Background: an optimization exercise with open tools, aiming at small area, a short achievable clock period and few clock cycles per item. Do not read the settings as production practice.
The RTL was checked by simulation tests, not by an equivalence proof against the original design.
Power and IR drop assume default switching activity.

===== config.mk =====
export PLATFORM = sky130hd
export DESIGN_NAME = heap_alloc_top
export DESIGN_NICKNAME = heap_alloc_top
export VERILOG_FILES = /design/flow/design.v
export SDC_FILE = /design/flow/constraint.sdc
export NUM_CORES = 4
export LEC_CHECK = 0
export CAP_MARGIN = 20
export CORE_MARGIN = 2
export CORE_UTILIZATION = 40
export SETUP_SLACK_MARGIN = 5
export SLEW_MARGIN = 20

===== constraint.sdc =====
create_clock -name core_clock -period 10.0 [get_ports {clk_i}]
set_input_delay 2.0000 -clock core_clock [delete_from_list [all_inputs] [get_ports {clk_i}]]
set_output_delay 2.0000 -clock core_clock [all_outputs]
set_load 0.01 [all_outputs]

===== design.v =====
`default_nettype none
package heap_pkg;
  typedef logic [16-1:0] heap_addr_t;   
  typedef logic [7-1:0] hdr_idx_t;   
  typedef enum logic {
    FIRST_FIT = 1'b0,
    BEST_FIT  = 1'b1
  } alloc_strategy_e;
  typedef enum logic [3:0] {
    ST_INIT_HEAD,
    ST_INIT_BLOCK,
    ST_IDLE,
    ST_ALLOC_WALK,
    ST_ALLOC_FIT,
    ST_WR_NEW,
    ST_FREE_WALK,
    ST_FREE_LINK,
    ST_WR_LINK,
    ST_RSP
  } walker_state_e;
  typedef struct packed {
    heap_addr_t size;
    heap_addr_t next;   
  } block_header_t;
  typedef struct packed {
    logic       is_alloc;
    heap_addr_t operand;   
  } heap_req_t;
  typedef struct packed {
    logic       is_alloc;
    logic       ok;
    heap_addr_t ptr;
  } heap_rsp_t;
  typedef struct packed {
    logic          en;
    hdr_idx_t      idx;
    block_header_t hdr;
  } hdr_wr_t;
endpackage
`default_nettype wire
`timescale 1ns/1ps
`default_nettype none
module heap_alloc_top (
  input  wire logic                      clk_i,
  input  wire logic                      rst_ni,
  input  wire heap_pkg::alloc_strategy_e strategy_i,
  input  wire logic                      req_valid_i,
  input  wire heap_pkg::heap_req_t       req_i,
  output logic                           req_ready_o,
  output logic                           rsp_valid_o,
  output heap_pkg::heap_rsp_t            rsp_o,
  input  wire logic                      rsp_ready_i
);
  logic [15:0] size_rnd;
  logic        in_big;
  logic [6:0]  in_val;
  assign size_rnd = (req_i.operand + 16'd7) & 16'hfff8;
  always_comb begin
    if (req_i.is_alloc) begin
      if (size_rnd < 16'd16) begin
        in_big = 1'b0;
        in_val = 7'd2;
      end else begin
        in_big = (size_rnd[15:10] != 6'd0) || (size_rnd[9:3] == 7'd127);   
        in_val = size_rnd[9:3];
      end
    end else begin
      in_big = 1'b0;
      in_val = req_i.operand[9:3] - 7'd1;   
    end
  end
  logic       tl_v_q, tl_alloc_q, tl_best_q, tl_big_q;   
  logic [6:0] tl_val_q;
  logic       ws_v_q, ws_alloc_q, ws_best_q, ws_big_q;   
  logic [6:0] ws_val_q;
  logic       ex_v_q, ex_alloc_q, ex_best_q, ex_big_q;   
  logic [6:0] ex_val_q;
  logic [6:0] ex_t_q;   
  logic       ex_w_q;   
  logic       take, adv;
  assign req_ready_o = !tl_v_q;
  assign take        = req_valid_i && !tl_v_q;
  logic       pd_alloc_q;   
  logic       pd_free_q;    
  logic [6:0] pd_x_q;       
  logic [7:0] pd_n_q;       
  logic [127:0] blk_q, free_q;
  logic [255:0] be;   
  assign be = {128'hffffffff_ffffffff_ffffffff_ffffffff, blk_q};
  logic [127:0] dec_x, dec_n;
  logic [127:0] blk_d, free_d;
  logic [7:0]  x_lo, n_lo;
  logic [15:0] x_hi, n_hi;
  always_comb begin
    for (int v = 0; v < 8; v++) begin
      x_lo[v] = (pd_x_q[2:0] == 3'(v));
      n_lo[v] = (pd_n_q[2:0] == 3'(v));
    end
    for (int v = 0; v < 16; v++) begin
      x_hi[v] = (pd_x_q[6:3] == 4'(v));
      n_hi[v] = (pd_n_q[7:3] == 5'(v)) && pd_alloc_q;
    end
    for (int i = 0; i < 128; i++) begin
      dec_x[i] = x_hi[i/8] && x_lo[i%8];
      dec_n[i] = n_hi[i/8] && n_lo[i%8];
    end
  end
  always_comb begin
    for (int i = 0; i < 128; i++) begin
      if (i == 1) begin
        blk_d[i]  = 1'b1;
        free_d[i] = (free_q[i] && !(pd_alloc_q && dec_x[i+1])) || (pd_free_q && dec_x[i]);
      end else if (i >= 4 && i <= 125) begin
        blk_d[i]  = blk_q[i] || (dec_n[i] && !(be[i] || be[i+1] || be[i+2]));
        free_d[i] = (free_q[i] && !(pd_alloc_q && dec_x[i+1])) || (pd_free_q && dec_x[i]) ||
                    (dec_n[i] && !(be[i] || be[i+1] || be[i+2]));
      end else begin
        blk_d[i]  = 1'b0;
        free_d[i] = 1'b0;
      end
    end
  end
  always_ff @(posedge clk_i) begin
    if (!rst_ni) begin
      blk_q  <= 128'h2;
      free_q <= 128'h2;
    end else begin
      blk_q  <= blk_d;
      free_q <= free_d;
    end
  end
  logic       win_ex;
  logic [6:0] t_w;
  assign win_ex = ex_v_q && ex_alloc_q && !ex_big_q && !ex_w_q;
  assign t_w    = win_ex ? ex_t_q : ws_val_q;
  logic [255:0] bw;   
  logic [255:0] l1, l2, l4, l8, l16, l32, l64;
  logic [255:0] w0, w1, w2, w3, w4, w5, w6, w7;
  logic [127:0] win_q;
  assign bw  = {128'hffffffff_ffffffff_ffffffff_ffffffff, blk_d};
  assign l1  = {1'b1, bw[255:1]};
  assign l2  = l1 | {1'b1, l1[255:1]};
  assign l4  = l2 | {{2{1'b1}}, l2[255:2]};
  assign l8  = l4 | {{4{1'b1}}, l4[255:4]};
  assign l16 = l8 | {{8{1'b1}}, l8[255:8]};
  assign l32 = l16 | {{16{1'b1}}, l16[255:16]};
  assign l64 = l32 | {{32{1'b1}}, l32[255:32]};
  assign w0 = '0;
  assign w1 = {256{t_w[0]}} & l1;
  assign w2 = w1 | ({256{t_w[1]}} & (l2  | {{2{1'b1}}, w1[255:2]}));
  assign w3 = w2 | ({256{t_w[2]}} & (l4  | {{4{1'b1}}, w2[255:4]}));
  assign w4 = w3 | ({256{t_w[3]}} & (l8  | {{8{1'b1}}, w3[255:8]}));
  assign w5 = w4 | ({256{t_w[4]}} & (l16 | {{16{1'b1}}, w4[255:16]}));
  assign w6 = w5 | ({256{t_w[5]}} & (l32 | {{32{1'b1}}, w5[255:32]}));
  assign w7 = w6 | ({256{t_w[6]}} & (l64 | {{64{1'b1}}, w6[255:64]}));
  always_ff @(posedge clk_i) begin
    win_q <= w7[127:0];
  end
  logic [127:0] fit, cand;
  always_comb begin
    fit  = '0;
    cand = '0;
    for (int i = 0; i < 127; i++) begin
      fit[i+1]  = free_d[i] && !win_q[i];
      cand[i+1] = free_d[i] && !win_q[i] && (!ex_best_q || win_q[i+1]);
    end
  end
  logic       any_fit, any_cand;
  logic [6:0] f1_idx;   
  assign any_fit = |fit;
  heap_lowest_slot lowest_i (
    .v_i   (cand),
    .any_o (any_cand),
    .idx_o (f1_idx)
  );
  logic alloc_ok, can_exec, done, ex_out, ws_out;
  assign alloc_ok = ex_alloc_q && !ex_big_q && any_cand;
  assign can_exec = ex_v_q && !win_ex;
  assign done     = !ex_alloc_q || ex_big_q || !ex_best_q || !any_fit || any_cand;
  assign adv      = can_exec && done && (!rsp_valid_o || rsp_ready_i);
  assign ex_out   = !ex_v_q || adv;   
  assign ws_out   = !ws_v_q || ex_out;
  logic [6:0] ns_g, ns_p;
  logic [7:0] ns_c;
  logic [7:0] n_sum;
  always_comb begin
    ns_g = f1_idx & ex_val_q;
    ns_p = f1_idx ^ ex_val_q;
    ns_c[0] = 1'b0;
    for (int b = 0; b < 7; b++) begin
      logic run;   
      ns_c[b+1] = ns_g[b];
      run = ns_p[b];
      for (int a = b - 1; a >= 0; a--) begin
        ns_c[b+1] = ns_c[b+1] | (run & ns_g[a]);
        run = run & ns_p[a];
      end
    end
    n_sum = {ns_c[7], ns_p ^ ns_c[6:0]};
  end
  always_ff @(posedge clk_i) begin
    if (!rst_ni) begin
      pd_alloc_q <= 1'b0;
      pd_free_q  <= 1'b0;
    end else begin
      pd_alloc_q <= adv && alloc_ok;
      pd_free_q  <= adv && !ex_alloc_q;
    end
  end
  always_ff @(posedge clk_i) begin
    pd_x_q <= ex_alloc_q ? f1_idx : ex_val_q;
    pd_n_q <= n_sum;
  end
  always_ff @(posedge clk_i) begin
    if (!rst_ni) begin
      tl_v_q <= 1'b0;
      ws_v_q <= 1'b0;
      ex_v_q <= 1'b0;
      ex_w_q <= 1'b0;
    end else begin
      if (ex_out) begin
        ex_v_q <= ws_v_q;
        ex_w_q <= ws_v_q;
      end else begin
        ex_w_q <= win_ex;   
      end
      if (ws_out) begin
        ws_v_q <= tl_v_q || take;
        tl_v_q <= 1'b0;
      end else if (take) begin
        tl_v_q <= 1'b1;
      end
    end
  end
  always_ff @(posedge clk_i) begin
    if (ex_out) begin
      ex_alloc_q <= ws_alloc_q;
      ex_best_q  <= ws_best_q;
      ex_big_q   <= ws_big_q;
      ex_val_q   <= ws_val_q;
      ex_t_q     <= ws_val_q;
    end else if (can_exec && !done) begin
      ex_t_q <= ex_t_q + 7'd1;   
    end
    if (ws_out) begin
      ws_alloc_q <= tl_v_q ? tl_alloc_q : req_i.is_alloc;
      ws_best_q  <= tl_v_q ? tl_best_q : (strategy_i == heap_pkg::BEST_FIT);
      ws_big_q   <= tl_v_q ? tl_big_q : in_big;
      ws_val_q   <= tl_v_q ? tl_val_q : in_val;
    end
    if (take) begin   
      tl_alloc_q <= req_i.is_alloc;
      tl_best_q  <= (strategy_i == heap_pkg::BEST_FIT);
      tl_big_q   <= in_big;
      tl_val_q   <= in_val;
    end
  end
  logic                rs_v_q;
  heap_pkg::heap_rsp_t rs_q;
  always_ff @(posedge clk_i) begin
    if (!rst_ni) begin
      rs_v_q <= 1'b0;
    end else if (adv) begin
      rs_v_q <= 1'b1;
    end else if (rsp_ready_i) begin
      rs_v_q <= 1'b0;
    end
  end
  always_ff @(posedge clk_i) begin
    if (adv) begin
      rs_q.is_alloc <= ex_alloc_q;
      rs_q.ok       <= !ex_alloc_q || alloc_ok;
      rs_q.ptr      <= alloc_ok ? {6'd0, f1_idx, 3'd0} : 16'd0;
    end
  end
  assign rsp_valid_o = rs_v_q;
  assign rsp_o       = rs_q;
endmodule
module heap_lowest_slot (
  input  wire logic [127:0] v_i,
  output logic              any_o,
  output logic [6:0]        idx_o
);
  logic [63:0] a1; logic [63:0] i1;         
  logic [31:0] a2; logic [63:0] i2;         
  logic [15:0] a3; logic [47:0] i3;         
  logic [7:0]  a4; logic [31:0] i4;         
  logic [3:0]  a5; logic [19:0] i5;         
  logic [1:0]  a6; logic [11:0] i6;         
  always_comb begin
    for (int n = 0; n < 64; n++) begin
      a1[n] = v_i[2*n] | v_i[2*n+1];
      i1[n] = !v_i[2*n];
    end
    for (int n = 0; n < 32; n++) begin
      a2[n] = a1[2*n] | a1[2*n+1];
      i2[2*n +: 2] = a1[2*n] ? {1'b0, i1[2*n]} : {1'b1, i1[2*n+1]};
    end
    for (int n = 0; n < 16; n++) begin
      a3[n] = a2[2*n] | a2[2*n+1];
      i3[3*n +: 3] = a2[2*n] ? {1'b0, i2[2*(2*n) +: 2]} : {1'b1, i2[2*(2*n+1) +: 2]};
    end
    for (int n = 0; n < 8; n++) begin
      a4[n] = a3[2*n] | a3[2*n+1];
      i4[4*n +: 4] = a3[2*n] ? {1'b0, i3[3*(2*n) +: 3]} : {1'b1, i3[3*(2*n+1) +: 3]};
    end
    for (int n = 0; n < 4; n++) begin
      a5[n] = a4[2*n] | a4[2*n+1];
      i5[5*n +: 5] = a4[2*n] ? {1'b0, i4[4*(2*n) +: 4]} : {1'b1, i4[4*(2*n+1) +: 4]};
    end
    for (int n = 0; n < 2; n++) begin
      a6[n] = a5[2*n] | a5[2*n+1];
      i6[6*n +: 6] = a5[2*n] ? {1'b0, i5[5*(2*n) +: 5]} : {1'b1, i5[5*(2*n+1) +: 5]};
    end
    any_o = a6[0] | a6[1];
    idx_o = a6[0] ? {1'b0, i6[5:0]} : {1'b1, i6[11:6]};
  end
endmodule
`default_nettype wire

===== run.sh =====
#!/bin/bash
# synth_recipe.tcl (not shown) runs the flow's synth.tcl, then flattens the netlist and writes it again
# the make line also repeats each setting of config.mk as NAME=value (left out here)
make -C /OpenROAD-flow-scripts/flow DESIGN_CONFIG=/design/flow/config.mk WORK_HOME=/design/flow/orfs CLKGATE_MAP_FILE= SYNTH_SCRIPT=/design/flow/synth_recipe.tcl finish

==> results of run 1 <==
sequential cells by signal (all words and copies together), names as in the netlist, 7 cells and up:
register and count:
ex_val_q 7, pd_n_q 8, win_q 125, rs_q 9, blk_q 122, pd_x_q 7
ws_val_q 7, free_q 123, ex_t_q 7, tl_val_q 7
synth_stat cells, types with 36 or more instances:
cell / n
nor2_1: 596
nand2_1: 501
dfxtp_1: 392
o21ai_0: 375
a21oi_1: 294
clkbuf_1: 242
a31oi_1: 225
nor3_1: 173
nand3_1: 160
nand4_1: 159
inv_1: 102
o22ai_1: 94
a41oi_1: 88
and2_1: 86
nor4_1: 66
o211ai_1: 65
buf_2: 57
nand2b_1: 52
o21a_1: 51
and3_1: 47
or3_1: 47
edfxtp_1: 46
nor2b_1: 45
a21o_1: 44
a22oi_1: 43
a211oi_1: 38
or2_2: 38
nor3b_1: 36
through the flow:
step	setup slack (ps)	hold WS, ps	cell area [um^2]	power [mW]	utilization
floorplan	5304	400.3	34330	3.024	-
global placement	3107	401.7	36040	4.019	0.4239
detailed placement	3044	405.2	36100	4.014	0.4246
CTS	4948	418.3	39550	6.344	0.4652
global route	4876	425.6	41030	6.864	0.4826
finish	4856	416.5	41070	6.914	0.4831
timing repair:
item                       4_1_cts  5_1_grt
gates cloned                     4        7
gates resized for setup        236      188
hold endpoints to repair         0        0
pin swaps                       27       50
setup buffers                   51       62
setup endpoints to repair      127       72
logic make-up after synthesis:
| group | after synthesis | synth area share |
|---|---|---|
| AO/OA/AOI/OAI | 1682 | 0.3242 |
| XOR/XNOR | 17 | 0.004341 |
| adder cells (fa/ha/maj) | 11 | 0.004232 |
| buffers and inverters | 453 | 0.05330 |
| flip-flops | 438 | 0.2691 |
| multiplexers | 37 | 0.01211 |
| other | 1 | 0.0001093 |
| AND/OR/NAND/NOR | 2213 | 0.3327 |
cell type report:
class,count,area [um^2],share of cell area
multi-input combinational,3973,25020,0.6092
sequential,438,9275,0.2258
timing repair buffer,304,2919,0.07108
clock buffer,68,1526,0.03717
tap,1144,1431,0.03485
clock inverter,35,446.7,0.01088
inverter,105,401.6,0.009779
antenna,19,47.55,0.001158
report_power, final:
group | switching [mW] | leakage (nW) | internal (mW)
Clock | 0.937 | 0.969 | 1.30
Combinational | 1.80 | 11.5 | 0.734
Sequential | 0.261 | 3.67 | 1.88
per-layer routing:
layer	part of all wire	wire (um)	global-route usage
met5	0.0020	493	0.01569
met2	0.37	93240	0.7145
met4	0.094	23410	0.3686
met3	0.17	42070	0.2409
met1	0.36	89660	0.6599
path summary, 6_finish.rpt:
path                                start        end  slack, ps
worst max-delay path            pd_n_q[0]  win_q[14]       4860
worst min-delay path             ws_big_q   ex_big_q        420
worst max register to register  pd_n_q[0]  win_q[14]       4860
worst min register to register   ws_big_q   ex_big_q        420
critical path: stages (launching register included):
cell,delay (ps)
dfxtp_4,520
buf_8,270
and3b_1,230
buf_4,200
a41oi_1,880
nand2_1,270
nor3_1,440
nor2b_1,400
nor2b_2,650
a31oi_1,170
nor4_1,300
o211ai_1,300
a221o_1,390
==> flow_summary.toml, run 1 <==
[outcome]
status = "complete, no violations"

[hold_path]
hold_path_depth = 0
hold_class = "register to register"

[clock_tree]
cts_sinks = 438
ctsHoldBuffers = 0
clock_latency_ps = 670
clockBufferDepth = 3
root_buffer = "clkbuf_16"
cts_tree = "built"
clkTransAtPathRegs_ps = 60
htreeDepth = 2
cts_made_buffers = 56

[drt]
vias_per_cell = 7.655
drtIter0Drc = 8649
drcViolationCount = 0
drt_pre_antenna_iters = 10
vias = 46590
wl_per_cell_um = 40.89
postRouteAntennaNets = 0
wirelength_um = 248900

[cells_and_area]
final_cell_mix = "nor2_1 (588), nand2_1 (499), dfxtp_1 (375)"
drive_gt1_frac = 0.1501
area_delta_synth_final_pct = 19.74
fill_cells = 8724
post_layout_nonfiller_instances = 6086
final_common_cell = "nor2_1"
nets = 4911

[die]
die-area_um2 = 88110
row_count = 107
fp.dieH_um = 296.8
die_w_um = 296.8
ios = 42
start_util = 0.4035
core_area_um2 = 85010

[logic_synthesis]
ys_types = 107
ys_async_sr_fraction = 0
synth_top_area_share = 0.2288
synthTopCellsByArea = "dfxtp_1 (23%), nor2_1 (6.5%), nand2_1 (5.5%), o21ai_0 (5.5%), a21oi_1 (4.3%)"
syn_inst = 4852
avgSynthCellArea_um2 = 7.069
synth_top_cell_by_area = "dfxtp_1"
syn_area_um2 = 34300
synth_edf_count = 46
synth_warnings = 2
synth_seq_area_share = 0.2691
ys.flop_type = "dfxtp_1"
synth-seq-cells = 438

[critical_path]
path_class = "register to register"
worstPathMaxFanout = 26
cp_data_required_time_ps = 10540
worst_setup_path_start_kind = "register"
end_kind = "register"
worstRegToRegCells = 12
cp.arrival_ps = 5680

[timing]
finClkSkew_ps = 32.32
worst_slew_pin_slew_ps = 1376
hold_violations = 0
maxSlewViolCount = 0
finalSetupViolCount = 0
setup_tns_ps = 0
finalCritPeriodShare = 0.5144
fmax_ghz = 0.1944
grt_setup_unrepaired = "true"
relSlewSlack = 0.08271
min_period_ps = 5144

[place]
dp.cells = 5840
hpwlAfterDp_um = 186200
gp_congestion = 1.183
port_buffers = 32

[pwr]
leakagePower_nw = 16.12
peakVddDrop_mv = 0.1598
powerDensity_nw_per_um2 = 168.4

[global_route]
antenna_found_initial = 32
grt_usage = 0.5291
grt_pass1_vias = 41200
grt_max_degree = 83
grt-ovfl-total = 0
grt_first_pass_wirelength_um = 331500

[run]
cap_violations = 0
Testbench counts, summed over its fixed seeds: cycles 5,116, ops 4,800.
==> run 2, diff against run 1 <==
--- a/design.v
+++ b/design.v
@@ -109,10 +109,10 @@
     for (int i = 0; i < 128; i++) begin
       if (i == 1) begin
         blk_d[i]  = 1'b1;
-        free_d[i] = (free_q[i] && !(pd_alloc_q && dec_x[i+1])) || (pd_free_q && dec_x[i]);
+        free_d[i] = (free_q[i] && !(pd_alloc_q && dec_x[i])) || (pd_free_q && dec_x[i]);
       end else if (i >= 4 && i <= 125) begin
         blk_d[i]  = blk_q[i] || (dec_n[i] && !(be[i] || be[i+1] || be[i+2]));
-        free_d[i] = (free_q[i] && !(pd_alloc_q && dec_x[i+1])) || (pd_free_q && dec_x[i]) ||
+        free_d[i] = (free_q[i] && !(pd_alloc_q && dec_x[i])) || (pd_free_q && dec_x[i]) ||
                     (dec_n[i] && !(be[i] || be[i+1] || be[i+2]));
       end else begin
         blk_d[i]  = 1'b0;
@@ -161,17 +161,17 @@
     fit  = '0;
     cand = '0;
     for (int i = 0; i < 127; i++) begin
-      fit[i+1]  = free_d[i] && !win_q[i];
-      cand[i+1] = free_d[i] && !win_q[i] && (!ex_best_q || win_q[i+1]);
+      fit[i]  = free_d[i] && !win_q[i];
+      cand[i] = free_d[i] && !win_q[i] && (!ex_best_q || win_q[i+1]);
     end
   end
   logic       any_fit, any_cand;
-  logic [6:0] f1_idx;   
+  logic [6:0] f_idx;   
   assign any_fit = |fit;
   heap_lowest_slot lowest_i (
     .v_i   (cand),
     .any_o (any_cand),
-    .idx_o (f1_idx)
+    .idx_o (f_idx)
   );
   logic alloc_ok, can_exec, done, ex_out, ws_out;
   assign alloc_ok = ex_alloc_q && !ex_big_q && any_cand;
@@ -184,9 +184,9 @@
   logic [7:0] ns_c;
   logic [7:0] n_sum;
   always_comb begin
-    ns_g = f1_idx & ex_val_q;
-    ns_p = f1_idx ^ ex_val_q;
-    ns_c[0] = 1'b0;
+    ns_g = f_idx & ex_val_q;
+    ns_p = f_idx ^ ex_val_q;
+    ns_c[0] = 1'b1;
     for (int b = 0; b < 7; b++) begin
       logic run;   
       ns_c[b+1] = ns_g[b];
@@ -195,6 +195,7 @@
         ns_c[b+1] = ns_c[b+1] | (run & ns_g[a]);
         run = run & ns_p[a];
       end
+      ns_c[b+1] = ns_c[b+1] | run;   
     end
     n_sum = {ns_c[7], ns_p ^ ns_c[6:0]};
   end
@@ -208,7 +209,7 @@
     end
   end
   always_ff @(posedge clk_i) begin
-    pd_x_q <= ex_alloc_q ? f1_idx : ex_val_q;
+    pd_x_q <= ex_alloc_q ? f_idx : ex_val_q;
     pd_n_q <= n_sum;
   end
   always_ff @(posedge clk_i) begin
@@ -270,7 +271,7 @@
     if (adv) begin
       rs_q.is_alloc <= ex_alloc_q;
       rs_q.ok       <= !ex_alloc_q || alloc_ok;
-      rs_q.ptr      <= alloc_ok ? {6'd0, f1_idx, 3'd0} : 16'd0;
+      rs_q.ptr      <= alloc_ok ? {6'd0, f_idx + 7'd1, 3'd0} : 16'd0;
     end
   end
   assign rsp_valid_o = rs_v_q;
==> flow_summary.toml, run 2 <==
[critical_path]
crit_slowest_cell = "and3b_2"
rrSetupSlack_ps = 4850
regToRegEndpoint = "pd_n_q[6]"
cp_data_required_time_ps = 10530
worstSetupPathDepth = 19
rr_startpoint = "pd_n_q[0]"
end_kind = "register"
worstPathMaxFanout = 47
cp_num_buf_inv = 2
worstRegToRegCells = 19
cp.arrival_ps = 5680
endpoint = "pd_n_q[6]"
crit_top_cell = "o21a_1"
slowest_delay_ps = 370
path_class = "register to register"
critPathLaunch = "pd_n_q[0]"
worst_setup_path_start_kind = "register"
cp_top_family = "compound AO/OA/AOI/OAI gates"
critical_path.cell_chain = "buf_8 > and3b_2 > buf_6 > nand4_1 > a31oi_2 > nor2_1 > a31o_2 > a211o_1 > a211oi_2 > a2bb2oi_1 > o2111a_2 > ha_1 > o21a_1 > o21a_1 > o21a_1 > o21a_1 > o21ai_1 > nand2b_1 > xor2_1"

[pwr]
powerDensity_nw_per_um2 = 151.4
p_sw_mw = 2.242
swShare = 0.3839
combPwrFrac = 0.286
peakVddDrop_mv = 0.1548
p_total_mw = 5.839
leakagePower_nw = 15.61
internal-power_mw = 3.598
power_frac_clock = 0.354
seq_power_share = 0.361

[die]
core_area_um2 = 80680
ios = 42
fp.dieH_um = 289.8
die-area_um2 = 83970
row_count = 104
start_util = 0.4049
die_w_um = 289.8

[logic_synthesis]
synth-seq-cells = 438
ys_async_sr_fraction = 0
yosys.cell_count.top_type = "nor2_1"
ys_top_cells_by_count = "nor2_1 (500), nand2_1 (477), o21ai_0 (397)"
synthTopCellsByArea = "dfxtp_1 (24%), o21ai_0 (6.1%), nor2_1 (5.7%), nand2_1 (5.5%), a21oi_1 (4.5%)"
syn_area_um2 = 32670
synth_top_area_share = 0.2402
avgSynthCellArea_um2 = 7.235
syn_inst = 4515
ys.flop_type = "dfxtp_1"
synth_edf_count = 46
synth_seq_area_share = 0.2825
synth_warnings = 2
synth_top_cell_by_area = "dfxtp_1"
ys_types = 105

[global_route]
grt_first_pass_wirelength_um = 258900
grt-ovfl-total = 0
grt_pass1_vias = 35830
grt_usage = 0.4256
grt_max_degree = 127
antenna_found_initial = 15

[timing]
min_period_ps = 5153
finalSetupViolCount = 0
hold_violations = 0
grt_setup_unrepaired = "true"
maxSlewViolCount = 0
setup_tns_ps = 0
layout_setup_ws_ps = 4847
finalCritPeriodShare = 0.5153
fmax_ghz = 0.1941
relSlewSlack = 0.2692
worst_slew_pin_slew_ps = 1082
finClkSkew_ps = 45.42

[run]
cap_violations = 0

[cells_and_area]
regMostFlops = "win_q"
fill_cells = 8258
final_cell_mix = "nor2_1 (497), nand2_1 (477), dfxtp_1 (378)"
drive_gt1_frac = 0.1388
post_layout_nonfiller_instances = 5674
stdcell_area_um2 = 38560
top_regs = "win_q x125, free_q x123, blk_q x122"
multi_input_comb_area_um2 = 22890
final_common_cell = "nor2_1"
area_delta_synth_final_pct = 18.03
nets = 4598
largest_reg_flops = 125
regArea_um2 = 9266

[hold_path]
hold_class = "register to register"

[clock_tree]
htreeDepth = 2
cts_tree = "built"
cts_sinks = 438
cts_made_buffers = 53
clkTransAtPathRegs_ps = 70
root_buffer = "clkbuf_16"
ctsHoldBuffers = 0
clock_latency_ps = 640
clockBufferDepth = 3

[drt]
drtIter0Drc = 6518
wirelength_um = 188300
vias = 40710
drcViolationCount = 0
vias_per_cell = 7.174
postRouteAntennaNets = 0
wl_per_cell_um = 33.19
drt_pre_antenna_iters = 6

[place]
dp.cells = 5459
hpwlAfterDp_um = 140200
port_buffers = 32
gp_congestion = 1.090
placed_area_um2 = 34570
post-place-ws_ps = 3374

[outcome]
status = "complete, no violations"
-- run 2: stage by stage --
step / hold slack [ps] / utilization
floorplan: 400.3 / -
global placement: 405.4 / 0.4284
detailed placement: 414.2 / 0.4285
CTS: 429.5 / 0.4659
global route: 428.8 / 0.4777
finish: 425.7 / 0.4779
-- run 2: logic make-up (layout without fill, tap and decap cells) --
logic type               count (synthesis)  in the layout  synth area share
other                                    1             18         0.0001148
flip-flops                             438            438            0.2825
XOR/XNOR                                16             16          0.004290
AO/OA/AOI/OAI                         1666           1666            0.3390
AND/OR/NAND/NOR                       1915           1916            0.3035
adder cells (fa/ha/maj)                 14             14          0.005362
buffers and inverters                  429            510           0.05286
multiplexers                            36             36           0.01241
-- run 2: area by class of cell --
| type | instances | share of cell area |
|---|---|---|
| multi-input combinational | 3657 | 0.5936 |
| sequential | 438 | 0.2403 |
| timing repair buffer | 307 | 0.07288 |
| clock buffer | 76 | 0.04218 |
| tap | 1060 | 0.03440 |
| inverter | 105 | 0.01035 |
| clock inverter | 22 | 0.005711 |
| antenna | 9 | 0.0005841 |
-- run 2: how the worst min path moves through the flow --
stage | startpoint | end | slack (ps) | cells after the start
2_1_floorplan | ws_alloc_q | ex_alloc_q | 400 | 0
3_3_place_gp | ws_big_q | ex_big_q | 410 | 0
3_5_place_dp | ws_best_q | ex_best_q | 410 | 0
4_1_cts | ws_big_q | ex_big_q | 430 | 0
5_1_grt | ws_big_q | ex_big_q | 430 | 0
6_report | ws_big_q | ex_big_q | 430 | 0
-- run 2: timing repair --
item                                    in CTS  in global routing
resized for setup                          146                113
cloned                                       4                  4
pin swaps                                   39                 38
buffers inserted                            53                 47
endpoints found under the setup margin     106                 79
-- run 2: metal layers --
metal | global-route usage | share of wire | vias up
met5 | 0 | 0.00035 | -
met4 | 0.2381 | 0.070 | 10
met3 | 0.1201 | 0.13 | 625
met2 | 0.6146 | 0.40 | 3027
met1 | 0.5677 | 0.39 | 19600
li1 | - | - | 17450
-- run 2: power by group through the flow --
stage	combinational [mW]	sequential, mW	clock [mW]
after global placement	1.36	2.10	0
after detailed placement	1.36	2.10	0
after floorplan	0.869	1.96	0
final	1.67	2.11	2.07
after CTS	1.46	2.07	2.07
after global routing	1.68	2.09	2.13
-- run 2: worst register-to-register path: stages (launching register included) --
cell and delay, ps:
dfxtp_2 340, buf_8 310, and3b_2 430, buf_6 280, nand4_1 360, a31oi_2 370, nor2_1 180, a31o_2 250
a211o_1 270, a211oi_2 330, a2bb2oi_1 250, o2111a_2 290, ha_1 270, o21a_1 130, o21a_1 180, o21a_1 200
o21a_1 200, o21ai_1 130, nand2b_1 100, xor2_1 170
Testbench counts of run 2, summed over its fixed seeds: cycles 5,116, ops 4,800.
==> run 3, diff against run 2 <==
--- a/config.mk
+++ b/config.mk
@@ -5,6 +5,7 @@
 export SDC_FILE = /design/flow/constraint.sdc
 export NUM_CORES = 4
 export LEC_CHECK = 0
+export ABC_AREA = 1
 export CAP_MARGIN = 20
 export CORE_MARGIN = 2
 export CORE_UTILIZATION = 40
==> flow_summary.toml, run 3 <==
[outcome]
status = "complete, no violations"

[logic_synthesis]
ys_types = 60
synth_warnings = 2
synth_top_cell_by_area = "dfxtp_1"
synth-seq-cells = 438
synth_seq_area_share = 0.2795
synth_edf_count = 46
ys.flop_type = "dfxtp_1"
avgSynthCellArea_um2 = 5.786
synthTopCellsByArea = "dfxtp_1 (24%), nand2_1 (20%), nand3_1 (11%), nor2_1 (8.5%), inv_1 (8.1%)"
syn_inst = 5707
synth_top_area_share = 0.2377
ys_async_sr_fraction = 0
syn_area_um2 = 33020
ys_top_cells_by_count = "nand2_1 (1,731), nor2_1 (745), nand3_1 (741)"
yosys.cell_count.top_type = "nand2_1"

[drt]
vias = 37820
wl_per_cell_um = 22.60
wirelength_um = 152700
postRouteAntennaNets = 0
drt_pre_antenna_iters = 8
drcViolationCount = 0
drtIter0Drc = 4105
vias_per_cell = 5.598

[die]
core_area_um2 = 81850
die-area_um2 = 84860
row_count = 105
die_w_um = 291.3
start_util = 0.4034
fp.dieH_um = 291.3
ios = 42

[timing]
relSlewSlack = 0.2979
min_period_ps = 4722
setup_tns_ps = 0
finClkSkew_ps = 52.65
maxSlewViolCount = 0
hold_violations = 0
grt_setup_unrepaired = "false"
worst_slew_pin_slew_ps = 1049
fmax_ghz = 0.2118
finalCritPeriodShare = 0.4722
finalSetupViolCount = 0
hold_slack_ps = 427.2
layout_setup_ws_ps = 5278

[cells_and_area]
regMostFlops = "win_q"
nets = 5672
final_common_cell = "nand2_1"
drive_gt1_frac = 0.05052
post_layout_nonfiller_instances = 6755
largest_reg_flops = 125
final_cell_mix = "nand2_1 (1,731), nand3_1 (741), nor2_1 (738)"
area_delta_synth_final_pct = 9.337
fill_cells = 8924
top_regs = "win_q x125, free_q x123, blk_q x122"

[clock_tree]
cts_made_buffers = 55
clock_latency_ps = 670
clkTransAtPathRegs_ps = 60
htreeDepth = 2
root_buffer = "clkbuf_16"
cts_tree = "built"
clockBufferDepth = 3
cts_sinks = 438
ctsHoldBuffers = 0

[global_route]
grt_pass1_vias = 34350
grt_first_pass_wirelength_um = 222600
grt-ovfl-total = 0
grt_max_degree = 84
antenna_found_initial = 10
grt_usage = 0.3494

[pwr]
leakagePower_nw = 21.87
peakVddDrop_mv = 0.1558
powerDensity_nw_per_um2 = 154.6

[critical_path]
endpoint = "pd_n_q[7]"
rrSetupSlack_ps = 5280
rr_startpoint = "pd_alloc_q"
regToRegEndpoint = "pd_n_q[7]"
worstPathMaxFanout = 8
critPathLaunch = "pd_alloc_q"
worst_setup_path_start_kind = "register"
path_class = "register to register"
end_kind = "register"
cp.arrival_ps = 5280
worstRegToRegCells = 25
cp_data_required_time_ps = 10560

[place]
hpwlAfterDp_um = 119900
dp.cells = 6647
gp_congestion = 1.048
port_buffers = 32
post-place-ws_ps = 4996

[hold_path]
hold_class = "register to register"

[run]
cap_violations = 0
## run 3: logic make-up (layout without fill, tap and decap cells)
logic type,count (synthesis),in the layout,synth area share
AO/OA/AOI/OAI,775,775,0.1407
XOR/XNOR,21,21,0.005570
adder cells (fa/ha/maj),14,14,0.005305
buffers and inverters,953,919,0.1158
flip-flops,438,438,0.2795
other,1,13,0.0001136
AND/OR/NAND/NOR,3505,3505,0.4531
## run 3: worst min-delay path by stage
stage	from	end	slack (ps)	depth (start not counted)
5_1_grt	ws_best_q	ex_best_q	430	0
3_5_place_dp	ws_best_q	ex_best_q	410	0
4_1_cts	ws_best_q	ex_best_q	430	0
6_report	ws_best_q	ex_best_q	430	0
3_3_place_gp	ws_best_q	ex_best_q	410	0
2_1_floorplan	ws_alloc_q	ex_alloc_q	400	0
## run 3: area by class of cell
cell class,count,area [um^2],area share
inverters,731,2766,0.07662
multi-input cells,4324,20100,0.5568
clock buffers,70,1513,0.04190
flip-flops and latches,438,9238,0.2559
well taps,1070,1339,0.03708
clock inverters,32,382.9,0.01060
diodes,4,10.01,0.0002772
repair buffers,86,753.2,0.02086
## run 3: worst max-delay path: stages (launching register included)
cell and delay, ps:
dfxtp_4 350, inv_2 60, nor2_4 100, nand2_1 260
nor2_2 600, nand3_1 350, nand3_1 320, nand3_1 160
nand2_2 140, nor2_4 60, a21oi_1 130, o21a_1 180
nand2_1 60, nand2_1 50, nand2_1 180, nor2_4 280
ha_1 310, a21oi_1 130, nand2_1 90, a21o_1 170
nand2_1 60, inv_1 50, o21a_1 160, nor2_1 80
o21bai_1 100, a21o_1 160
## run 3: per-layer routing
metal  vias to the layer above  GRT usage  wire length, um
li1                      18240          -                -
met1                     17230     0.4618            63120
met2                      1945     0.5341            64530
met3                       396    0.05673            14350
met4                         8     0.2107            10630
met5                         -          0               54
## run 3: repair_timing
item                       CTS  global route
setup endpoints to repair    2            58
buffers inserted             0             2
pin swaps                    0             1
gates resized for setup      1            26
## run 3: report_power, final
part           internal (mW)  total [mW]  switching [mW]
clock network           1.21        2.12           0.912
logic                  0.290        1.37            1.08
registers               1.92        2.09           0.171
## run 3: through the flow
step | total power, mW | instance area (um^2) | utilization
after floorplan | 2.793 | 33050 | -
after global placement | 3.419 | 34090 | 0.4164
after detailed placement | 3.417 | 34090 | 0.4165
after CTS | 5.524 | 35990 | 0.4397
after global routing | 5.725 | 36090 | 0.4410
final | 5.583 | 36100 | 0.4411
==> run 4, diff against run 3 <==
--- a/design.v
+++ b/design.v
@@ -84,10 +84,26 @@
   logic       pd_free_q;    
   logic [6:0] pd_x_q;       
   logic [7:0] pd_n_q;       
-  logic [127:0] blk_q, free_q;
+  logic [83:0] code_q;   
+  logic [41:0] fr_q;
+  logic [127:0] blk_q, free_q;   
   logic [255:0] be;   
+  always_comb begin
+    blk_q  = '0;
+    free_q = '0;
+    blk_q[1]  = 1'b1;
+    free_q[1] = fr_q[0];
+    for (int m = 1; m <= 41; m++) begin
+      for (int r = 0; r < 3; r++) begin
+        if (3*m + r >= 4) begin
+          blk_q[3*m+r]  = (code_q[2*m +: 2] == 2'(r + 1));
+          free_q[3*m+r] = (code_q[2*m +: 2] == 2'(r + 1)) && fr_q[m];
+        end
+      end
+    end
+  end
   assign be = {128'hffffffff_ffffffff_ffffffff_ffffffff, blk_q};
-  logic [127:0] dec_x, dec_n;
+  logic [127:0] dec_x, dec_n, new_n;
   logic [127:0] blk_d, free_d;
   logic [7:0]  x_lo, n_lo;
   logic [15:0] x_hi, n_hi;
@@ -108,13 +124,16 @@
   always_comb begin
     for (int i = 0; i < 128; i++) begin
       if (i == 1) begin
+        new_n[i]  = 1'b0;
         blk_d[i]  = 1'b1;
         free_d[i] = (free_q[i] && !(pd_alloc_q && dec_x[i])) || (pd_free_q && dec_x[i]);
       end else if (i >= 4 && i <= 125) begin
-        blk_d[i]  = blk_q[i] || (dec_n[i] && !(be[i] || be[i+1] || be[i+2]));
+        new_n[i]  = dec_n[i] && !(be[i] || be[i+1] || be[i+2]);
+        blk_d[i]  = blk_q[i] || new_n[i];
         free_d[i] = (free_q[i] && !(pd_alloc_q && dec_x[i])) || (pd_free_q && dec_x[i]) ||
-                    (dec_n[i] && !(be[i] || be[i+1] || be[i+2]));
+                    new_n[i];
       end else begin
+        new_n[i]  = 1'b0;
         blk_d[i]  = 1'b0;
         free_d[i] = 1'b0;
       end
@@ -122,11 +141,25 @@
   end
   always_ff @(posedge clk_i) begin
     if (!rst_ni) begin
-      blk_q  <= 128'h2;
-      free_q <= 128'h2;
+      code_q <= '0;
+      fr_q <= 42'd1;
     end else begin
-      blk_q  <= blk_d;
-      free_q <= free_d;
+      fr_q[0] <= free_d[1];
+      for (int m = 1; m <= 41; m++) begin
+        logic       nn;
+        logic [1:0] nc;
+        nn = 1'b0;
+        nc = code_q[2*m +: 2];
+        for (int r = 0; r < 3; r++) begin
+          if (new_n[3*m+r]) begin
+            nn = 1'b1;
+            nc = 2'(r + 1);
+          end
+        end
+        code_q[2*m +: 2] <= nc;
+        fr_q[m]   <= (fr_q[m] && !(pd_alloc_q && (dec_x[3*m] || dec_x[3*m+1] || dec_x[3*m+2]))) ||
+                     (pd_free_q && (dec_x[3*m] || dec_x[3*m+1] || dec_x[3*m+2])) || nn;
+      end
     end
   end
   logic       win_ex;
==> flow_summary.toml, run 4 <==
[cells_and_area]
regMostFlops = "win_q"
regArea_um2 = 6818
final_common_cell = "nand2_1"
area_delta_synth_final_pct = 9.225
top_regs = "win_q x125, code_q x82, fr_q x42"
nets = 6094
post_layout_nonfiller_instances = 7139
fill_cells = 9135
largest_reg_flops = 125
drive_gt1_frac = 0.04681
final_cell_mix = "nand2_1 (2,211), nor2_1 (827), inv_1 (740)"
multi_input_comb_area_um2 = 21840

[drt]
vias_per_cell = 5.835
drt_pre_antenna_iters = 6
vias = 41660
wl_per_cell_um = 25.83
drtIter0Drc = 5198
postRouteAntennaNets = 0
drcViolationCount = 0
wirelength_um = 184400

[global_route]
grt_max_degree = 96
antenna_found_initial = 5
grt_pass1_vias = 37460
grt_first_pass_wirelength_um = 256600
grt-ovfl-total = 0
grt_usage = 0.4300

[logic_synthesis]
synth_seq_area_share = 0.2116
synth_compound_area_frac = 0.1350
syn_inst = 6123
ys.flop_type = "dfxtp_1"
synthTopCellsByArea = "nand2_1 (26%), dfxtp_1 (17%), nand3_1 (11%), nor2_1 (9.9%), inv_1 (8.7%)"
synth-seq-cells = 317
syn_area_um2 = 32170
avgSynthCellArea_um2 = 5.254
ys_async_sr_fraction = 0
synthMuxAreaShare = 0
synthAdderAreaFrac = 0.005445
ys_top_cells_by_count = "nand2_1 (2,218), nor2_1 (847), inv_1 (743)"
yosys.cell_count.top_type = "nand2_1"
synth_xor_area_frac = 0.005717
ys_types = 55
synth_edf_count = 46
synthSimpleGateAreaFrac = 0.5226
synth_top_area_share = 0.2588
synth_warnings = 2
synth_top_cell_by_area = "nand2_1"
synth_top_family_by_area = "simple AND/OR/NAND/NOR gates"

[die]
start_util = 0.4059
fp.dieH_um = 287.6
core_area_um2 = 79260
ios = 42
die-area_um2 = 82710
die_w_um = 287.6
row_count = 103

[timing]
fmax_ghz = 0.1941
hold_slack_ps = 436.4
finClkSkew_ps = 20.35
worst_slew_pin_slew_ps = 1120
relSlewSlack = 0.2474
maxSlewViolCount = 0
finalCritPeriodShare = 0.5151
setup_tns_ps = 0
finalSetupViolCount = 0
min_period_ps = 5151
grt_setup_unrepaired = "true"
hold_violations = 0

[critical_path]
crit_top_cell = "nand2_1"
crit_slowest_cell = "nor3_1"
worstRegToRegCells = 16
end_kind = "register"
worst_setup_path_start_kind = "register"
path_class = "register to register"
cp_num_buf_inv = 3
slowest_delay_ps = 720
worstSetupPathDepth = 16
worstPathMaxFanout = 17
cp_data_required_time_ps = 10440
critical_path.cell_chain = "inv_1 > nand3_2 > buf_4 > nor2_1 > nand2_1 > nand2_1 > nor2_1 > inv_1 > nor2_1 > nand2_1 > nor3_1 > nand4_1 > nand2_1 > nand3_1 > o21ai_0 > nand3_1"
cp.arrival_ps = 5590
cp_top_family = "simple AND/OR/NAND/NOR gates"

[place]
hpwlAfterDp_um = 144300
port_buffers = 32
gp_congestion = 1.062
dp.cells = 7049

[run]
cap_violations = 0

[clock_tree]
cts_tree = "built"
cts_sinks = 317
clkTransAtPathRegs_ps = 60
root_buffer = "clkbuf_16"
clock_latency_ps = 600
clockBufferDepth = 3
cts_made_buffers = 42
htreeDepth = 2

[hold_path]
hold_class = "register to register"
hold_path_depth = 0

[pwr]
peakVddDrop_mv = 0.1246
p_total_mw = 4.801
powerDensity_nw_per_um2 = 136.6
leakagePower_nw = 21.60

[outcome]
status = "complete, no violations"
run 4: cells by family (layout without fill, tap and decap cells):
logic type / count (synthesis) / in the layout
xor+xnor: 21 / 21
buf+inv: 986 / 943
other cells: 1 / 10
fa+ha+maj: 14 / 14
simple gates: 4051 / 4051
compound gates: 733 / 733
flops: 317 / 317
run 4: what timing repair did:
action | CTS | global route
pin swaps | 0 | 8
hold endpoints to repair | 0 | 0
hold buffers | 0 | 0
resized for setup | 13 | 61
setup endpoints to repair | 7 | 49
buffers inserted | 1 | 13
run 4: cell type report:
class,instances,area share
diodes,1,0.00007122
clock buffers,52,0.03212
clock inverters,22,0.006160
inverters,773,0.08308
multi-input cells,4828,0.6216
flip-flops and latches,317,0.1940
well taps,1050,0.03739
repair buffers,96,0.02560
run 4: final timing paths:
path	from	endpoint	slack, ps
worst max-delay path	pd_n_q[2]	win_q[25]	4850
worst min-delay path	ws_best_q	ex_best_q	440
worst max register to register	pd_n_q[2]	win_q[25]	4850
worst min register to register	ws_best_q	ex_best_q	440
run 4: metal layers:
layer | global-route usage | routed length [um]
met3 | 0.1488 | 24480
met4 | 0.2436 | 12580
met2 | 0.6022 | 71770
met1 | 0.5689 | 75550
met5 | 0 | 56
run 4: power by group:
part	total [mW]	internal (mW)	switching, mW
registers	1.59	1.43	0.153
clock network	1.57	0.861	0.705
logic	1.65	0.324	1.32
run 4: per-stage QoR:
stage | utilization | instance area [um^2] | setup slack (ps)
6_report | 0.4433 | 35140 | 4849
5_1_grt | 0.4433 | 35130 | 4973
3_5_place_dp | 0.4207 | 33340 | 4749
4_1_cts | 0.4386 | 34760 | 5006
3_3_place_gp | 0.4207 | 33340 | 4832
2_1_floorplan | - | 32200 | 6214
Testbench counts of run 4, summed over its fixed seeds: cycles 5,116, ops 4,800.
==> run 5, diff against run 4 <==
==> flow/run.sh (new file) <==
#!/bin/bash
set -euo pipefail
cd "$(dirname "$0")/.."
sed 's/SETUP_SLACK_MARGIN=5 /SETUP_SLACK_MARGIN=5.5 /' standard.sh > standard_m55.sh
grep -q 'SETUP_SLACK_MARGIN=5.5 ' standard_m55.sh
bash standard_m55.sh > flow.log 2>&1
test -s out/final.def
==> standard.sh (new file) <==
#!/bin/bash
# synth_recipe.tcl (not shown) runs the flow's synth.tcl, then flattens the netlist and writes it again
# the make line also repeats each setting of config.mk as NAME=value (left out here)
make -C /OpenROAD-flow-scripts/flow DESIGN_CONFIG=/design/flow/config.mk WORK_HOME=/design/flow/orfs CLKGATE_MAP_FILE= SYNTH_SCRIPT=/design/flow/synth_recipe.tcl "${@:-finish}"
removed: run.sh
==> flow_summary.toml, run 5 <==
[outcome]
status = "complete, no violations"

[clock_tree]
clockBufferDepth = 3
clock_latency_ps = 610
root_buffer = "clkbuf_16"
cts_tree = "built"
htreeDepth = 2
clkTransAtPathRegs_ps = 60
ctsHoldBuffers = 0
cts_sinks = 317
cts_made_buffers = 42

[critical_path]
end_kind = "register"
crit_slowest_cell = "dfxtp_4"
path_class = "register to register"
slowest_delay_ps = 430
cp_data_required_time_ps = 10390
worstPathMaxFanout = 17
critical_path.cell_chain = "clkinvlp_4 > nand3_2 > buf_12 > nor2_1 > nand2_1 > nand2_1 > nor2_1 > inv_1 > nor2_1 > nand3_1 > nand2_1 > nand4_1 > a21oi_1 > nand2_1 > nand2_1 > nand2_1 > o21ai_1 > nand4_1"
crit_top_cell = "nand2_1"
cp.arrival_ps = 4910
worst_setup_path_start_kind = "register"

[die]
die-area_um2 = 82710
row_count = 103
die_w_um = 287.6
core_area_um2 = 79260
ios = 42
fp.dieH_um = 287.6
start_util = 0.4059

[cells_and_area]
nets = 6153
n_antenna_cell = 0
utilization = 0.4588
largest_reg_flops = 125
area_delta_synth_final_pct = 13.04
top_regs = "win_q x125, code_q x82, fr_q x42"
final_cell_mix = "nand2_1 (2,172), nor2_1 (805), inv_1 (736)"
regMostFlops = "win_q"
final_common_cell = "nand2_1"
post_layout_nonfiller_instances = 7197
drive_gt1_frac = 0.07256

[global_route]
grt_pass1_vias = 37640
grt-ovfl-total = 0
grt_usage = 0.4316
antenna_found_initial = 4
grt_first_pass_wirelength_um = 257300
grt_max_degree = 96

[timing]
fmax_ghz = 0.2210
maxSlewViolCount = 0
worst_slew_pin_slew_ps = 1131
finalSetupViolCount = 0
hold_violations = 0
setup_tns_ps = 0
min_period_ps = 4525
finalCritPeriodShare = 0.4525
finClkSkew_ps = 20.83
relSlewSlack = 0.2405
grt_setup_unrepaired = "true"

[logic_synthesis]
ys_async_sr_fraction = 0
ys.flop_type = "dfxtp_1"
synthMuxAreaShare = 0
yosys.cell_count.top_type = "nand2_1"
synth_edf_count = 46
synth_top_cell_by_area = "nand2_1"
synth_top_family_by_area = "simple AND/OR/NAND/NOR gates"
synth_top_area_share = 0.2588
synthAdderAreaFrac = 0.005445
syn_area_um2 = 32170
synth-seq-cells = 317
synthSimpleGateAreaFrac = 0.5226
avgSynthCellArea_um2 = 5.254
synth_xor_area_frac = 0.005717
synth_compound_area_frac = 0.1350
ys_types = 55
syn_inst = 6123
synthTopCellsByArea = "nand2_1 (26%), dfxtp_1 (17%), nand3_1 (11%), nor2_1 (9.9%), inv_1 (8.7%)"
synth_seq_area_share = 0.2116
synth_warnings = 2
ys_top_cells_by_count = "nand2_1 (2,218), nor2_1 (847), inv_1 (743)"

[pwr]
p_sw_mw = 2.259
internal-power_mw = 2.691
leakagePower_nw = 22.18
seq_power_share = 0.324
swShare = 0.4563
powerDensity_nw_per_um2 = 136.1
peakVddDrop_mv = 0.1313
power_frac_clock = 0.317
combPwrFrac = 0.360

[drt]
vias = 42080
drt_pre_antenna_iters = 8
postRouteAntennaNets = 0
wl_per_cell_um = 25.85
wirelength_um = 186000
drcViolationCount = 0
drtIter0Drc = 5276
vias_per_cell = 5.846

[place]
hpwlAfterDp_um = 144300
port_buffers = 32
gp_congestion = 1.062
dp.cells = 7049

[hold_path]
hold_class = "register to register"

[run]
cap_violations = 0
run 5: final timing paths:
path,startpoint,to,slack [ps],cells after the start
min reg2reg,ws_best_q,ex_best_q,440,0
max reg2reg,pd_n_q[2],win_q[17],5480,18
max,pd_n_q[2],win_q[17],5480,18
min,ws_best_q,ex_best_q,440,0
run 5: power groups by stage:
stage          Sequential (mW)  Clock, mW  Combinational [mW]
2_1_floorplan             1.51          0               0.827
3_3_place_gp              1.59          0                1.50
3_5_place_dp              1.59          0                1.50
4_1_cts                   1.58       1.57                1.59
5_1_grt                   1.60       1.62                1.81
6_report                  1.60       1.57                1.78
run 5: worst max-delay path: cells and delay by family (launching register included):
kind            cells  cell delay [ps]
simple gates       13             2430
compound gates      2              750
buf+inv             3              670
flops               1              430
run 5: cell families after synthesis:
| family | Yosys count |
|---|---|
| compound gates | 733 |
| xor+xnor | 21 |
| fa+ha+maj | 14 |
| buf+inv | 986 |
| flops | 317 |
| other cells | 1 |
| simple gates | 4051 |
run 5: area by class of cell:
cell class / instances / area [um^2]
clock inverters: 22 / 216.5
multi-input cells: 4831 / 22390
well taps: 1050 / 1314
inverters: 773 / 2955
clock buffers: 52 / 1129
flip-flops and latches: 317 / 6834
repair buffers: 152 / 1525
fillers: 9027 / 42890
run 5: layer usage:
layer | wire (um) | track usage | vias up
li1 | - | - | 19480
met2 | 72510 | 0.6046 | 2579
met5 | 40 | 0 | -
met1 | 75250 | 0.5702 | 19450
met3 | 25390 | 0.1502 | 560
met4 | 12840 | 0.2448 | 6
run 5: stage by stage:
step / area [um^2] / hold slack, ps / power, mW / worst slack (ps)
after global placement: 33340 / 410.6 / 3.096 / 4832
after CTS: 35320 / 445.3 / 4.741 / 5494
after global routing: 36360 / 461.2 / 5.034 / 5472
after floorplan: 32200 / 400.3 / 2.338 / 6214
after detailed placement: 33340 / 432.2 / 3.094 / 4749
final: 36360 / 438.6 / 4.950 / 5475
run 5: timing repair:
action	in CTS	in global routing
cloned	0	3
pin swaps	12	30
endpoints found under the setup margin	114	76
buffers inserted	24	47
gates resized for setup	101	179
==> run 6, diff against run 5 <==
==> flow/run.sh (replaced) <==
#!/bin/bash
set -euo pipefail
cd "$(dirname "$0")/.."
sed 's/SETUP_SLACK_MARGIN=5 /SETUP_SLACK_MARGIN=6 /' standard.sh > standard_m6.sh
grep -q 'SETUP_SLACK_MARGIN=6 ' standard_m6.sh
bash standard_m6.sh > flow.log 2>&1
test -s out/final.def
==> flow_summary.toml, run 6 <==
[outcome]
status = "complete, no violations"

[pwr]
power_frac_clock = 0.293
leakagePower_nw = 23.51
internal-power_mw = 2.899
seq_power_share = 0.300
powerDensity_nw_per_um2 = 136.5
peakVddDrop_mv = 0.1484
swShare = 0.4602
combPwrFrac = 0.408
p_total_mw = 5.370
p_sw_mw = 2.471

[logic_synthesis]
synth_seq_area_share = 0.2116
synth_top_cell_by_area = "nand2_1"
synthTopCellsByArea = "nand2_1 (26%), dfxtp_1 (17%), nand3_1 (11%), nor2_1 (9.9%), inv_1 (8.7%)"
syn_area_um2 = 32170
ys_async_sr_fraction = 0
synth_edf_count = 46
ys_top_cells_by_count = "nand2_1 (2,218), nor2_1 (847), inv_1 (743)"
yosys.cell_count.top_type = "nand2_1"
synth-seq-cells = 317
ys.flop_type = "dfxtp_1"
synth_top_area_share = 0.2588
ys_types = 55
avgSynthCellArea_um2 = 5.254
synth_warnings = 2
syn_inst = 6123

[cells_and_area]
area_delta_synth_final_pct = 22.31
final_common_cell = "nand2_1"
regArea_um2 = 6857
multi_input_comb_area_um2 = 23880
utilization = 0.4964
nets = 6265
largest_reg_flops = 125
drive_gt1_frac = 0.1332
n_antenna_cell = 0
final_cell_mix = "nand2_1 (2,070), nor2_1 (767), inv_1 (728)"
regMostFlops = "win_q"
fill_cells = 8715
top_regs = "win_q x125, code_q x82, fr_q x42"

[critical_path]
worst_setup_path_start_kind = "register"
regToRegEndpoint = "win_q[41]"
cp_data_required_time_ps = 10450
rrSetupSlack_ps = 5950
worstRegToRegCells = 20
path_class = "register to register"
end_kind = "register"
worstPathMaxFanout = 6
rr_startpoint = "pd_alloc_q"
cp.arrival_ps = 4500

[run]
cap_violations = 0

[clock_tree]
clkTransAtPathRegs_ps = 60
cts_sinks = 317
clock_latency_ps = 610
ctsHoldBuffers = 0
root_buffer = "clkbuf_16"
clockBufferDepth = 3
cts_tree = "built"
cts_made_buffers = 42
htreeDepth = 2

[drt]
vias_per_cell = 5.886
wirelength_um = 193400
drt_pre_antenna_iters = 8
postRouteAntennaNets = 0
wl_per_cell_um = 26.46
vias = 43020
drcViolationCount = 0
drtIter0Drc = 5496

[die]
die_w_um = 287.6
row_count = 103
core_area_um2 = 79260
start_util = 0.4059
fp.dieH_um = 287.6
die-area_um2 = 82710
ios = 42

[global_route]
grtUsageMet2 = 0.6203
top_usage_layer = "met2"
use_met1 = 0.5769
antenna_found_initial = 3
grt_max_degree = 96
use_met3 = 0.1505
grt_pass1_vias = 38440
grt_usage = 0.4387
grt-ovfl-total = 0
grt_first_pass_wirelength_um = 262100

[timing]
relSlewSlack = 0.2264
finalCritPeriodShare = 0.4047
setup_tns_ps = 0
finClkSkew_ps = 26.65
worst_slew_pin_slew_ps = 1159
finalSetupViolCount = 0
fmax_ghz = 0.2471
layout_setup_ws_ps = 5953
maxSlewViolCount = 0
grt_setup_unrepaired = "true"
hold_violations = 0
min_period_ps = 4047

[place]
post-place-ws_ps = 4749
hpwlAfterDp_um = 144300
gp_congestion = 1.062
port_buffers = 32

[hold_path]
hold_class = "register to register"
min_from = "ws_best_q"
hold_path_depth = 0
whs_endpoint = "ex_best_q"
-- run 6: worst max-delay path by stage --
stage | end | depth (start not counted) | slack, ps | start
after global placement | pd_n_q[7] | 25 | 4830 | pd_alloc_q
after CTS | pd_n_q[6] | 30 | 5980 | pd_alloc_q
after global routing | pd_n_q[6] | 27 | 5830 | pd_x_q[0]
final | win_q[41] | 20 | 5950 | pd_alloc_q
after detailed placement | pd_n_q[6] | 25 | 4750 | pd_alloc_q
after floorplan | ws_val_q[0] | 12 | 6210 | req_i[1]
-- run 6: layout make-up --
class                           count  share of cell area
Multi-Input combinational cell   4835              0.6070
Sequential cell                   317              0.1743
Inverter                          773             0.07658
Timing Repair Buffer              259             0.07435
Tap cell                         1050             0.03339
Clock buffer                       52             0.02868
Clock inverter                     22            0.005502
Timing Repair inverter              1           0.0002226
-- run 6: what timing repair did --
item,CTS,global route
endpoints found under the setup margin,194,105
setup buffers,89,82
resized for setup,352,412
pin swaps,65,98
cloned,3,12
-- run 6: cell families after synthesis --
logic type	synth area share
compound gates	0.1350
xor+xnor	0.005718
fa+ha+maj	0.005445
buf+inv	0.1196
flops	0.2116
other cells	0.0001166
simple gates	0.5226
-- run 6: through the flow --
step,hold WS [ps],instance area [um^2],std cells
finish,438.0,39350,7309
detailed placement,432.2,33340,7049
global route,461.2,39350,7309
global placement,410.6,33340,7049
CTS,445.3,36930,7215
floorplan,400.3,32200,6131
-- run 6: critical path: stages, from the launching register on --
cell     delay [ps]
dfxtp_4         370
inv_6            60
buf_12          110
nor2_4           40
buf_12          150
nand2_4         110
nor2_4           90
nand2_2         100
nand2_1         270
nor2_1          220
inv_1           190
nor2_2          310
nand2_1         330
nor3_4          370
nand2_1          90
nand2_1         110
nand2_1          90
nor2_1          250
nand2_1          90
o21ai_0         350
nand2_1         150
-- run 6: power by group through the flow --
stage	clock network, mW	registers, mW	logic [mW]
2_1_floorplan	0	1.51	0.827
3_3_place_gp	0	1.59	1.50
3_5_place_dp	0	1.59	1.50
4_1_cts	1.57	1.58	1.75
5_1_grt	1.62	1.61	2.21
6_report	1.57	1.61	2.19
-- run 6: routing by layer --
layer	wire length [um]	part of all wire	up-vias
li1	-	-	19720
met1	76510	0.40	20000
met2	76490	0.40	2717
met3	27150	0.14	588
met4	13260	0.069	2
met5	17	0.000088	-
==> run 7, diff against run 6 <==
--- a/design.v
+++ b/design.v
@@ -170,7 +170,7 @@
   logic [255:0] l1, l2, l4, l8, l16, l32, l64;
   logic [255:0] w0, w1, w2, w3, w4, w5, w6, w7;
   logic [127:0] win_q;
-  assign bw  = {128'hffffffff_ffffffff_ffffffff_ffffffff, blk_d};
+  assign bw  = {128'hffffffff_ffffffff_ffffffff_ffffffff, blk_q};
   assign l1  = {1'b1, bw[255:1]};
   assign l2  = l1 | {1'b1, l1[255:1]};
   assign l4  = l2 | {{2{1'b1}}, l2[255:2]};
@@ -206,13 +206,14 @@
     .any_o (any_cand),
     .idx_o (f_idx)
   );
-  logic alloc_ok, can_exec, done, ex_out, ws_out;
+  logic alloc_ok, can_exec, done, ex_out, ws_out, hazard;
   assign alloc_ok = ex_alloc_q && !ex_big_q && any_cand;
   assign can_exec = ex_v_q && !win_ex;
   assign done     = !ex_alloc_q || ex_big_q || !ex_best_q || !any_fit || any_cand;
   assign adv      = can_exec && done && (!rsp_valid_o || rsp_ready_i);
   assign ex_out   = !ex_v_q || adv;   
   assign ws_out   = !ws_v_q || ex_out;
+  assign hazard   = !ex_alloc_q && pd_alloc_q && (|new_n) && (ex_val_q == pd_x_q);
   logic [6:0] ns_g, ns_p;
   logic [7:0] ns_c;
   logic [7:0] n_sum;
@@ -254,7 +255,7 @@
     end else begin
       if (ex_out) begin
         ex_v_q <= ws_v_q;
-        ex_w_q <= ws_v_q;
+        ex_w_q <= ws_v_q && !(adv && hazard);
       end else begin
         ex_w_q <= win_ex;   
       end
==> flow_summary.toml, run 7 <==
[logic_synthesis]
synth_top_area_share = 0.2060
ys_top_cells_by_count = "nand2_1 (1,865), inv_1 (855), nor2_1 (722)"
ys.flop_type = "dfxtp_1"
synth_top_cell_by_area = "nand2_1"
ys_types = 65
ys_async_sr_fraction = 0
avgSynthCellArea_um2 = 5.607
synth-seq-cells = 317
synth_warnings = 2
synth_seq_area_share = 0.2003
yosys.cell_count.top_type = "nand2_1"
syn_area_um2 = 33980
synth_edf_count = 46
syn_inst = 6060
synthTopCellsByArea = "nand2_1 (21%), dfxtp_1 (16%), nand3_1 (10%), inv_1 (9.4%), nor2_1 (8.0%)"

[drt]
postRouteAntennaNets = 0
drcViolationCount = 0
wl_per_cell_um = 28.30
wirelength_um = 208900
vias = 44230
vias_per_cell = 5.992
drt_pre_antenna_iters = 6
drtIter0Drc = 6212

[timing]
relSlewSlack = 0.1598
hold_violations = 0
finalSetupViolCount = 0
hold_slack_ps = 418.9
worst_slew_pin_slew_ps = 1254
finClkSkew_ps = 41.77
setup_tns_ps = 0
fmax_ghz = 0.2376
min_period_ps = 4209
maxSlewViolCount = 0
grt_setup_unrepaired = "true"
layout_setup_ws_ps = 5791
finalCritPeriodShare = 0.4209

[clock_tree]
clkTransAtPathRegs_ps = 70
cts_made_buffers = 46
clock_latency_ps = 650
cts_tree = "built"
htreeDepth = 2
ctsHoldBuffers = 0
clockBufferDepth = 3
root_buffer = "clkbuf_16"
cts_sinks = 317

[critical_path]
end_kind = "register"
cp_top_family = "simple AND/OR/NAND/NOR gates"
critical_path.cell_chain = "inv_4 > nor2_2 > nand2_4 > o21ai_4 > inv_6 > buf_8 > nand2_1 > o21ai_0 > o21ai_0 > nand2_1 > a21oi_2 > nand3_2 > nand2_2 > nand2_1 > o21ai_4 > nand2_1 > o21ai_1 > nand2_1"
cp.arrival_ps = 4660
worstPathMaxFanout = 41
critPathLaunch = "ex_alloc_q"
cp_num_buf_inv = 3
rrSetupSlack_ps = 5790
endpoint = "win_q[5]"
crit_slowest_cell = "edfxtp_1"
crit_top_cell = "nand2_1"
path_class = "register to register"
cp_data_required_time_ps = 10450
regToRegEndpoint = "win_q[5]"
slowest_delay_ps = 480
worst_setup_path_start_kind = "register"
worstSetupPathDepth = 18
worstRegToRegCells = 18
rr_startpoint = "ex_alloc_q"

[global_route]
grt_usage = 0.4573
grt_max_degree = 79
antenna_found_initial = 11
grt_first_pass_wirelength_um = 284300
grt-ovfl-total = 0
grt_pass1_vias = 39690

[die]
start_util = 0.4054
row_count = 106
die-area_um2 = 87290
die_w_um = 295.5
core_area_um2 = 83820
ios = 42
fp.dieH_um = 295.5

[place]
post-place-ws_ps = 4381
hpwlAfterDp_um = 153200
port_buffers = 32
placed_area_um2 = 35150
dp.cells = 7061
gp_congestion = 1.132

[pwr]
p_sw_mw = 2.507
seq_power_share = 0.280
power_frac_clock = 0.342
peakVddDrop_mv = 0.1280
swShare = 0.4456
internal-power_mw = 3.119
powerDensity_nw_per_um2 = 133.5
combPwrFrac = 0.379
p_total_mw = 5.625
leakagePower_nw = 24.77

[cells_and_area]
largest_reg_flops = 125
post_layout_nonfiller_instances = 7381
nets = 6397
final_common_cell = "nand2_1"
regMostFlops = "win_q"
top_regs = "win_q x125, code_q x82, fr_q x42"
final_cell_mix = "nand2_1 (1,756), inv_1 (837), nor2_1 (652)"
utilization = 0.5027
area_delta_synth_final_pct = 24.01
drive_gt1_frac = 0.1529
stdcell_area_um2 = 42130

[run]
cap_violations = 0

[outcome]
status = "complete, no violations"

[hold_path]
min_from = "ws_best_q"
hold_class = "register to register"
-- run 7: worst min path at each step --
stage / to / depth (start not counted) / slack (ps)
floorplan: ex_alloc_q / 0 / 400
global placement: ex_best_q / 0 / 410
detailed placement: ex_best_q / 0 / 410
CTS: ex_best_q / 0 / 420
global route: ex_best_q / 0 / 440
finish: ex_best_q / 0 / 420
-- run 7: final cells by class --
cell class              instances  area [um^2]
fillers                      8991        41690
multi-input cells            4647        25310
flip-flops and latches        317         6853
inverters                     890         3458
repair buffers                298         3349
well taps                    1134         1419
clock buffers                  65         1353
clock inverters                21        359.1
diodes                          8        20.02
repair inverters                1        8.758
-- run 7: worst reg2reg max path, stage by stage, from the launching register on --
cell and delay (ps):
edfxtp_1 480, inv_4 110, nor2_2 160, nand2_4 170, o21ai_4 350, inv_6 190, buf_8 320, nand2_1 130
o21ai_0 130, o21ai_0 180, nand2_1 110, a21oi_2 220, nand3_2 310, nand2_2 280, nand2_1 180, o21ai_4 260
nand2_1 80, o21ai_1 150, nand2_1 230
-- run 7: power groups by stage --
stage	Sequential, mW	Combinational (mW)	Clock [mW]
3_5_place_dp	1.57	1.46	0
2_1_floorplan	1.51	0.781	0
3_3_place_gp	1.57	1.47	0
5_1_grt	1.57	2.12	1.96
4_1_cts	1.56	1.83	1.92
6_report	1.57	2.13	1.92
-- run 7: timing repair --
item,CTS,global route
buffers inserted,151,57
resized for setup,442,283
endpoints found under the setup margin,244,111
gates cloned,11,6
pin swaps,91,75
-- run 7: logic make-up (layout without fill, tap and decap cells) --
logic type / Yosys count / count (layout) / synth area share
compound gates: 879 / 879 / 0.1583
xor+xnor: 20 / 20 / 0.005155
fa+ha+maj: 174 / 174 / 0.06407
buf+inv: 1112 / 1275 / 0.1297
flops: 317 / 317 / 0.2003
mux: 1 / 1 / 0.0004050
other cells: 1 / 17 / 0.0001104
simple gates: 3556 / 3564 / 0.4419
-- run 7: per-layer routing --
metal	track usage	part of all wire
met1	0.5869	0.38
met2	0.6404	0.39
met3	0.1760	0.15
met4	0.2793	0.078
met5	0	0.00043
Testbench counts of run 7, summed over its fixed seeds: cycles 5,136, ops 4,800.

[what the ideal ports hide]
In the flow no input, the clock included, has a driving cell. The finished layouts below were timed again as built, in two steps. Step 1 sets driving cells, clkbuf_16 on the clock port and buf_2 on the other inputs (assumed; they add their load-dependent delay and slew). Step 2 moves the port delays by t, midway between the first and last clock arrival at a register: inputs arrive t later, outputs are due t later. That takes back most of the time a late clock gives input paths. Three values: no drivers, after step 1, after step 2; two values: the first two.
| run | shift t [ns] | slack for setup (ns) | worst register clock-pin slew, ns |
|---|---|---|---|
| run 1 | 0.714 | 4.856 / 4.856 / 4.464 | 0.07 / 0.07 |
| run 2 | 0.675 | 4.847 / 4.847 / 4.586 | 0.07 / 0.07 |
| run 3 | 0.705 | 5.278 / 5.278 / 5.187 | 0.07 / 0.07 |
| run 4 | 0.655 | 4.849 / 4.849 / 4.849 | 0.07 / 0.07 |
| run 5 | 0.665 | 5.475 / 5.475 / 5.315 | 0.07 / 0.07 |
| run 6 | 0.657 | 5.953 / 5.953 / 5.548 | 0.07 / 0.07 |
| run 7 | 0.700 | 5.791 / 5.791 / 5.313 | 0.07 / 0.07 |
After both steps every run listed still meets setup and hold. For run 7, which loses most, drivers alone change the setup slack by 0.000 ns; drivers and shift together by -0.478 ns.
